This is an optimization exercise on Yosys and OpenROAD, whose aim is small area and few clock cycles, not a production implementation.
Only simulation tests tie the RTL to the original design; equivalence was not proved.
The flow treats the clock pin as an ideal source. Dropping or thinning the clock tree relies on that and would not hold on a real chip.
Power and IR drop assume default switching activity.

north:
Design nmea_rmc_sentence_parser, start of the top module:
module nmea_rmc_sentence_parser #(
    parameter int MAX_SENTENCE_LEN = 100,
    parameter int FRACTION_DIGITS  = 4
) (
    input  logic        aclk,
    input  logic        aresetn,
    input  logic        s_tvalid,
    output logic        s_tready,
    input  logic [7:0]  s_tdata,    
    output logic        m_tvalid,
    input  logic        m_tready,
    output logic [87:0] m_tdata
);
Size in the first run: about 1000 cells after synthesis, ~120 flip-flops, ~100 I/O pins, about 8900 µm² of cells after synthesis.
Settings: LEC_CHECK=0, CAP_MARGIN=20, CORE_MARGIN=2, CORE_UTILIZATION=40, SLEW_MARGIN=20; clock period 12.0 ns.
standard.sh (not shown) runs the stock make flow with config.mk's settings and CLKGATE_MAP_FILE= SYNTH_SCRIPT=/design/flow/synth_recipe.tcl, a recipe that flattens the netlist after the stock synthesis.
==> flow/flow/run.sh <==
#!/bin/bash
# The standard layout (the standard.sh, standard synthesis included), with two changes:
# the port buffers use the smallest buffer cell, and the clock tree is built without dummy
# loads from the clock buffers listed below. Every tool's output is in orfs/logs; make's
# output in flow.log.
set -euo pipefail
bash standard.sh \
    BUFFER_PORTS_ARGS="-buffer_cell sky130_fd_sc_hd__buf_1" \
    CTS_ARGS="-sink_clustering_enable -repair_clock_nets -buf_list sky130_fd_sc_hd__clkbuf_8 -dont_use_dummy_load" \
    finish > flow.log 2>&1
Testbench counts of north, summed over its fixed seeds: cycles 117,293.
[inputs] south vs north
diff --git a/flow/config.mk b/flow/config.mk
--- a/flow/config.mk
+++ b/flow/config.mk
@@ -10 +10 @@
-export CORE_UTILIZATION = 40
+export CORE_UTILIZATION = 70
### Flow results
Higher setup slack of the most critical reg-to-reg path goes to south over north.
In south, the synthesis-to-layout area growth came out 1.6 points below the value in north.
Via count delta for south relative to north: 211 higher
[south] sequential cell area share rose 0.44 points relative to north
Compared with north, south ends up with less cell area.
Internal power consumption across north and south: no real change.
Comparing south with north, the adder and majority cell fraction of the synthesized area came out essentially unchanged.
south ended with more fraction of power consumed by combinational cells than north.
south ended up with met1 as its layer with the highest usage; north ended up with met2.
The inputs of east differ from those of south as listed below.
diff --git a/flow/flow/run.sh b/flow/flow/run.sh
--- a/flow/flow/run.sh
+++ b/flow/flow/run.sh
@@ -9 +9 @@
-    CTS_ARGS="-sink_clustering_enable -repair_clock_nets -buf_list sky130_fd_sc_hd__clkbuf_8 -dont_use_dummy_load" \
+    CTS_ARGS="-sink_clustering_enable -repair_clock_nets -buf_list sky130_fd_sc_hd__clkbuf_8 -sink_clustering_size 30 -sink_clustering_max_diameter 100 -dont_use_dummy_load" \
diff --git a/flow/config.mk b/flow/config.mk
--- a/flow/config.mk
+++ b/flow/config.mk
@@ -10 +10 @@
-export CORE_UTILIZATION = 70
+export CORE_UTILIZATION = 40
### Flow results
east ends up with lower worst reg-to-reg setup slack than south does. east and south ended up with roughly the same share of the clock period used by the worst path. Re number of multi-input combinational cells: no difference whatsoever between south and east. From south to east the numbers moved as follows: power share of the combinational group down 0.2 points, flip-flop and latch count saw little to no change. Delta (east minus south): layout-stage area growth over the synthesis result rose by 1.6 points, power density over the cells shows a reduction of 1.1 nW/µm², shortest clock period the worst path allows after layout now smaller, floorplan die area rose about 70%, total via count in the routed design down 211.

---

Setup of lane 1:
nmea_rmc_sentence_parser, a different RTL version from the one above (not shown whole).
For scale: about 1100 cells after synthesis, ~100 I/O pins, about 7700 µm² of cells after synthesis.
Settings: LEC_CHECK=0, CAP_MARGIN=20, CORE_MARGIN=2, CORE_UTILIZATION=40, SLEW_MARGIN=20; clock period 12.0 ns.
==> flow/flow/run.sh <==
#!/bin/bash
# The standard layout (the standard.sh), with three changes:
# - after the standard synthesis, flow/reopt.sh maps its combinational logic again with an
#   area-oriented ABC script; every flip-flop and tie cell instance is kept exactly as the
#   standard synthesis made it (same names, same cells). 1_synth.odb is then rebuilt from
#   the new netlist (the standard netlist is kept as 1_2_yosys.standard.v);
# - the port buffers use the smallest buffer cell (buf_1);
# - the clock tree is built by flow/mcts.tcl (ORFS's PRE_CTS_TCL hook) instead of
#   clock_tree_synthesis: one root clkbuf_4 driving eight clkbuf_8, each driving an equal,
#   compact group of flip-flops. The rest of the CTS step and all later steps are ORFS's own.
# Logs: make's output in flow.log, the re-mapping's in reopt.log, every ORFS tool's in
# orfs/logs.
set -euo pipefail
export MCTS_CLOCK_PORT=aclk
export MCTS_LEVELS=3
export MCTS_LEAF_BUF=sky130_fd_sc_hd__clkbuf_8
export MCTS_ROOT_BUF=sky130_fd_sc_hd__clkbuf_4
ARGS=(BUFFER_PORTS_ARGS="-buffer_cell sky130_fd_sc_hd__buf_1" PRE_CTS_TCL="$(pwd)/flow/mcts.tcl")
RES=orfs/results/sky130hd/nmea_rmc_sentence_parser/base
bash standard.sh "${ARGS[@]}" synth > flow.log 2>&1
cp $RES/1_2_yosys.v $RES/1_2_yosys.standard.v
bash flow/reopt.sh $RES/1_2_yosys.standard.v $RES/1_2_yosys.v reopt.log
bash standard.sh "${ARGS[@]}" do-1_synth >> flow.log 2>&1
bash standard.sh "${ARGS[@]}" finish >> flow.log 2>&1
==> flow/flow/mcts.tcl <==
# Clock tree, used in place of clock_tree_synthesis (this file is ORFS's PRE_CTS_TCL hook,
# sourced just before the CTS step calls clock_tree_synthesis).
# The clock's sinks are split by position into 2^MCTS_LEVELS groups of equal size (recursive
# median cuts along the longer side), each group is driven by one MCTS_LEAF_BUF placed at
# the group's centroid, and one MCTS_ROOT_BUF at the centroid of all sinks drives the group
# buffers. The clock port drives only the root buffer. Every sink sees the same two buffer
# stages; detailed placement then legalizes the new buffers, and the CTS step goes on with
# its own timing repair as usual.

proc mcts_split {items axis} {
    set keyed {}
    foreach it $items { lappend keyed [list [lindex $it $axis] $it] }
    set keyed [lsort -integer -index 0 $keyed]
    set n [llength $keyed]
    set h [expr {$n / 2}]
    set a {}
    set b {}
    for {set i 0} {$i < $n} {incr i} {
        if {$i < $h} { lappend a [lindex $keyed $i 1] } else { lappend b [lindex $keyed $i 1] }
    }
    return [list $a $b]
}

proc mcts_centroid {items} {
    set sx 0
    set sy 0
    foreach it $items {
        incr sx [lindex $it 0]
        incr sy [lindex $it 1]
    }
    set n [llength $items]
    return [list [expr {$sx / $n}] [expr {$sy / $n}]]
}

proc mcts_add_buf {block master name x y in_net out_name} {
    set inst [odb::dbInst_create $block $master $name]
    $inst setLocation $x $y
    $inst setPlacementStatus PLACED
    set net [odb::dbNet_create $block $out_name]
    $net setSigType CLOCK
    [$inst findITerm A] connect $in_net
    [$inst findITerm X] connect $net
    return $net
}

proc mcts_build {clock_port levels leaf_buf root_buf} {
    set block [ord::get_db_block]
    set db [ord::get_db]
    set clk_net [[$block findBTerm $clock_port] getNet]
    set leaf_master [$db findMaster $leaf_buf]
    set root_master [$db findMaster $root_buf]
    set items {}
    foreach it [$clk_net getITerms] {
        set bb [[$it getInst] getBBox]
        lappend items [list [expr {([$bb xMin] + [$bb xMax]) / 2}] \
                            [expr {([$bb yMin] + [$bb yMax]) / 2}] $it]
    }
    puts "mcts: [llength $items] clock sinks on [$clk_net getName]"
    set groups [list $items]
    for {set l 0} {$l < $levels} {incr l} {
        set next {}
        foreach g $groups {
            set xs {}
            set ys {}
            foreach it $g {
                lappend xs [lindex $it 0]
                lappend ys [lindex $it 1]
            }
            set xs [lsort -integer $xs]
            set ys [lsort -integer $ys]
            set axis [expr {([lindex $xs end] - [lindex $xs 0]) >= ([lindex $ys end] - [lindex $ys 0]) ? 0 : 1}]
            foreach part [mcts_split $g $axis] { lappend next $part }
        }
        set groups $next
    }
    # Disconnect every sink first, then wire the tree.
    foreach it $items { [lindex $it 2] disconnect }
    lassign [mcts_centroid $items] rx ry
    set root_net [mcts_add_buf $block $root_master mcts_root $rx $ry $clk_net mcts_root_net]
    puts "mcts: root $root_buf at ($rx, $ry)"
    set i 0
    foreach g $groups {
        lassign [mcts_centroid $g] cx cy
        set net [mcts_add_buf $block $leaf_master mcts_leaf_$i $cx $cy $root_net mcts_leaf_net_$i]
        foreach it $g { [lindex $it 2] connect $net }
        puts "mcts: leaf $i $leaf_buf at ($cx, $cy) drives [llength $g] clock pins"
        incr i
    }
}

rename clock_tree_synthesis mcts_unused_clock_tree_synthesis
proc clock_tree_synthesis {args} {
    mcts_build $::env(MCTS_CLOCK_PORT) $::env(MCTS_LEVELS) $::env(MCTS_LEAF_BUF) $::env(MCTS_ROOT_BUF)
    set_propagated_clock [all_clocks]
}
==> flow/flow/reopt.sh <==
#!/bin/bash
# Re-map the combinational logic of a synthesized netlist for area (two rounds of ABC's
# dc2/resub rewriting, each followed by area mapping with amap), keeping every flip-flop
# (and tie cell) instance exactly as it is. usage: reopt.sh IN.v OUT.v LOG
set -euo pipefail
IN=$1; OUT=$2; LOG=$3
LIB=${FLOW_HOME:-/OpenROAD-flow-scripts/flow}/platforms/sky130hd/lib/sky130_fd_sc_hd__tt_025C_1v80.lib
DU=""
for c in sky130_fd_sc_hd__probe_p_8 sky130_fd_sc_hd__probec_p_8 $(grep -o 'sky130_fd_sc_hd__lpflow_[a-z0-9_]*' ${FLOW_HOME:-/OpenROAD-flow-scripts/flow}/platforms/sky130hd/config.mk | sort -u); do DU="$DU -dont_use $c"; done
KEEP=$(grep -o '^\s*sky130_fd_sc_hd__[a-z0-9_]*' $IN | sort -u | grep -E 'df|conb|dl' | tr '\n' ' ')
cat > $OUT.ys <<EOT
read_liberty -ignore_miss_func $LIB
read_verilog $IN
hierarchy -top nmea_rmc_sentence_parser
setattr -mod -set keep_hierarchy 1 $KEEP
flatten
opt_clean -purge
abc -liberty $LIB $DU -script +strash;dc2;resub,-K,8;dc2;resub,-K,10,-N,2;dc2;dch,-f;amap;strash;dc2;resub,-K,8;dc2;resub,-K,10,-N,2;dc2;dch,-f;amap;topo;dnsize;
opt_clean -purge
rename -hide w:*
rename -enumerate -pattern reopt_%_ w:* c:*
stat -liberty $LIB
select nmea_rmc_sentence_parser
write_verilog -noattr -noexpr -selected $OUT
EOT
yosys -l $LOG -q $OUT.ys > /dev/null
Testbench counts of lane 1, summed over its fixed seeds: cycles 117,293.
### lane 1 -> lane 2
==> flow/flow/run.sh <==
#!/bin/bash
# The standard layout (the standard.sh), with three changes:
# - after the standard synthesis, flow/reopt.sh maps its combinational logic again with an
#   area-oriented ABC script; every flip-flop and tie cell instance is kept exactly as the
#   standard synthesis made it (same names, same cells). 1_synth.odb is then rebuilt from
#   the new netlist (the standard netlist is kept as 1_2_yosys.standard.v);
# - the port buffers use the smallest buffer cell (buf_1);
# - the clock tree is built by flow/mcts.tcl (ORFS's PRE_CTS_TCL hook) instead of
#   clock_tree_synthesis: one root clkbuf_8 driving sixteen clkbuf_4, each driving an equal,
#   compact group of flip-flops. The rest of the CTS step and all later steps are ORFS's own.
# Logs: make's output in flow.log, the re-mapping's in reopt.log, every ORFS tool's in
# orfs/logs.
set -euo pipefail
export MCTS_CLOCK_PORT=aclk
export MCTS_LEVELS=4
export MCTS_LEAF_BUF=sky130_fd_sc_hd__clkbuf_4
export MCTS_ROOT_BUF=sky130_fd_sc_hd__clkbuf_8
ARGS=(BUFFER_PORTS_ARGS="-buffer_cell sky130_fd_sc_hd__buf_1" PRE_CTS_TCL="$(pwd)/flow/mcts.tcl")
RES=orfs/results/sky130hd/nmea_rmc_sentence_parser/base
bash standard.sh "${ARGS[@]}" synth > flow.log 2>&1
cp $RES/1_2_yosys.v $RES/1_2_yosys.standard.v
bash flow/reopt.sh $RES/1_2_yosys.standard.v $RES/1_2_yosys.v reopt.log
bash standard.sh "${ARGS[@]}" do-1_synth >> flow.log 2>&1
bash standard.sh "${ARGS[@]}" finish >> flow.log 2>&1
-- flow/flow/reopt.sh --
<<< lane 1, line 1
#!/bin/bash
# Re-map the combinational logic of a synthesized netlist for area (two rounds of ABC's
# dc2/resub rewriting, each followed by area mapping with amap), keeping every flip-flop
# (and tie cell) instance exactly as it is. usage: reopt.sh IN.v OUT.v LOG
set -euo pipefail
IN=$1; OUT=$2; LOG=$3
>>> lane 2, line 1
#!/bin/bash
# Re-map the combinational logic of a synthesized netlist for area (two rounds of ABC's
# dc2/resub rewriting, each followed by area mapping with amap, then a minute of &deepsyn
# and a last amap), keeping every flip-flop (and tie cell) instance exactly as it is. usage: reopt.sh IN.v OUT.v LOG
set -euo pipefail
IN=$1; OUT=$2; LOG=$3
<<< lane 1, line 16
flatten
opt_clean -purge
abc -liberty $LIB $DU -script +strash;dc2;resub,-K,8;dc2;resub,-K,10,-N,2;dc2;dch,-f;amap;strash;dc2;resub,-K,8;dc2;resub,-K,10,-N,2;dc2;dch,-f;amap;topo;dnsize;
opt_clean -purge
rename -hide w:*
>>> lane 2, line 16
flatten
opt_clean -purge
abc -liberty $LIB $DU -script +strash;dc2;resub,-K,8;dc2;resub,-K,10,-N,2;dc2;dch,-f;amap;strash;dc2;resub,-K,8;dc2;resub,-K,10,-N,2;dc2;dch,-f;amap;&get,-n;&deepsyn,-T,60;&put;dch,-f;amap;topo;dnsize;
opt_clean -purge
rename -hide w:*
[compare] base=lane 1 new=lane 2: met1 wire length down 570 µm, clock power up about 6%, number of cells in the finished layout apart from fillers down about 0.5%, total power of the final layout up about 60%, post-route fraction of the period consumed by the critical path down 4.8 points.
Changes in lane 3 relative to lane 2:
- SLEW_MARGIN now 0, was 20
- CAP_MARGIN now 0, was 20
==> flow/flow/run.sh <==
#!/bin/bash
# The standard layout (the standard.sh), with three changes:
# - after the standard synthesis, flow/reopt.sh maps its combinational logic again with an
#   area-oriented ABC script; every flip-flop and tie cell instance is kept exactly as the
#   standard synthesis made it (same names, same cells). 1_synth.odb is then rebuilt from
#   the new netlist (the standard netlist is kept as 1_2_yosys.standard.v);
# - the port buffers use the smallest buffer cell (buf_1);
# - the clock tree is built by flow/mcts.tcl (ORFS's PRE_CTS_TCL hook) instead of
#   clock_tree_synthesis: one root clkbuf_4 driving eight clkbuf_8, each driving an equal,
#   compact group of flip-flops. The rest of the CTS step and all later steps are ORFS's own.
# Logs: make's output in flow.log, the re-mapping's in reopt.log, every ORFS tool's in
# orfs/logs.
set -euo pipefail
export MCTS_CLOCK_PORT=aclk
export MCTS_LEVELS=3
export MCTS_LEAF_BUF=sky130_fd_sc_hd__clkbuf_8
export MCTS_ROOT_BUF=sky130_fd_sc_hd__clkbuf_4
ARGS=(BUFFER_PORTS_ARGS="-buffer_cell sky130_fd_sc_hd__buf_1" PRE_CTS_TCL="$(pwd)/flow/mcts.tcl")
RES=orfs/results/sky130hd/nmea_rmc_sentence_parser/base
bash standard.sh "${ARGS[@]}" synth > flow.log 2>&1
cp $RES/1_2_yosys.v $RES/1_2_yosys.standard.v
bash flow/reopt.sh $RES/1_2_yosys.standard.v $RES/1_2_yosys.v reopt.log
bash standard.sh "${ARGS[@]}" do-1_synth >> flow.log 2>&1
bash standard.sh "${ARGS[@]}" finish >> flow.log 2>&1
-- flow/flow/reopt.sh --
<<< lane 2, line 1
#!/bin/bash
# Re-map the combinational logic of a synthesized netlist for area (two rounds of ABC's
# dc2/resub rewriting, each followed by area mapping with amap, then a minute of &deepsyn
# and a last amap), keeping every flip-flop (and tie cell) instance exactly as it is. usage: reopt.sh IN.v OUT.v LOG
set -euo pipefail
IN=$1; OUT=$2; LOG=$3
>>> lane 3, line 1
#!/bin/bash
# Re-map the combinational logic of a synthesized netlist for area (two rounds of ABC's
# dc2/resub rewriting, each followed by area mapping with amap), keeping every flip-flop
# (and tie cell) instance exactly as it is. usage: reopt.sh IN.v OUT.v LOG
set -euo pipefail
IN=$1; OUT=$2; LOG=$3
<<< lane 2, line 16
flatten
opt_clean -purge
abc -liberty $LIB $DU -script +strash;dc2;resub,-K,8;dc2;resub,-K,10,-N,2;dc2;dch,-f;amap;strash;dc2;resub,-K,8;dc2;resub,-K,10,-N,2;dc2;dch,-f;amap;&get,-n;&deepsyn,-T,60;&put;dch,-f;amap;topo;dnsize;
opt_clean -purge
rename -hide w:*
>>> lane 3, line 16
flatten
opt_clean -purge
abc -liberty $LIB $DU -script +strash;dc2;resub,-K,8;dc2;resub,-K,10,-N,2;dc2;dch,-f;amap;strash;dc2;resub,-K,8;dc2;resub,-K,10,-N,2;dc2;dch,-f;amap;topo;dnsize;
opt_clean -purge
rename -hide w:*
## What came out
Compared with lane 2, lane 3 shows detailed-routing wirelength on met1 that has gone up by a few percent.
[compare] base=lane 2 new=lane 3: global routing usage on met2 increased 2.4 points; final critical-path required period shows an increase of 0.56 ns; die extent in y has remained practically unchanged.
In every run of this note, the design's own scripts or RTL, not TritonCTS, make the clock network.

re-timing with driven ports:
No port has a modelled driver above. Below, the same layouts with a new extraction and two added sets of constraints. Step 1 (the two cells are an assumption about what drives the block):
set clk [get_ports {aclk}]
set_driving_cell -lib_cell sky130_fd_sc_hd__clkbuf_16 $clk
set_driving_cell -lib_cell sky130_fd_sc_hd__buf_2 [delete_from_list [all_inputs] $clk]
Step 2 adds t to the input delays and takes it off the output delays; t is the mean of the earliest and latest rising clock arrival at the registers after step 1. Input paths then give back, and output paths get back, about the clock's delay inside the block. Three values: no drivers, after step 1, after step 2; two values: the first two.
run	t (ns)	slack for setup (ns)	latest minus earliest clock arrival (ns)	slew at the worst register clock pin (ns)	worst data-port slew with drivers (ns)
north	0.470	0.284 / 0.300 / -0.170	0.024 / 0.024	0.08 / 0.08	0.03
south	0.468	0.272 / 0.289 / -0.179	0.029 / 0.029	0.08 / 0.08	0.03
east	0.470	0.284 / 0.300 / -0.170	0.024 / 0.024	0.08 / 0.08	0.03
lane 1	0.565	1.095 / 1.054 / 1.536	0.024 / 0.023	0.12 / 0.12	0.03
lane 2	0.498	1.666 / 1.628 / 1.341	0.027 / 0.027	0.11 / 0.11	0.03
lane 3	0.565	1.105 / 1.063 / 1.530	0.023 / 0.024	0.12 / 0.12	0.03
With both steps, setup timing fails in north, south and east, where it was met with ideal ports.
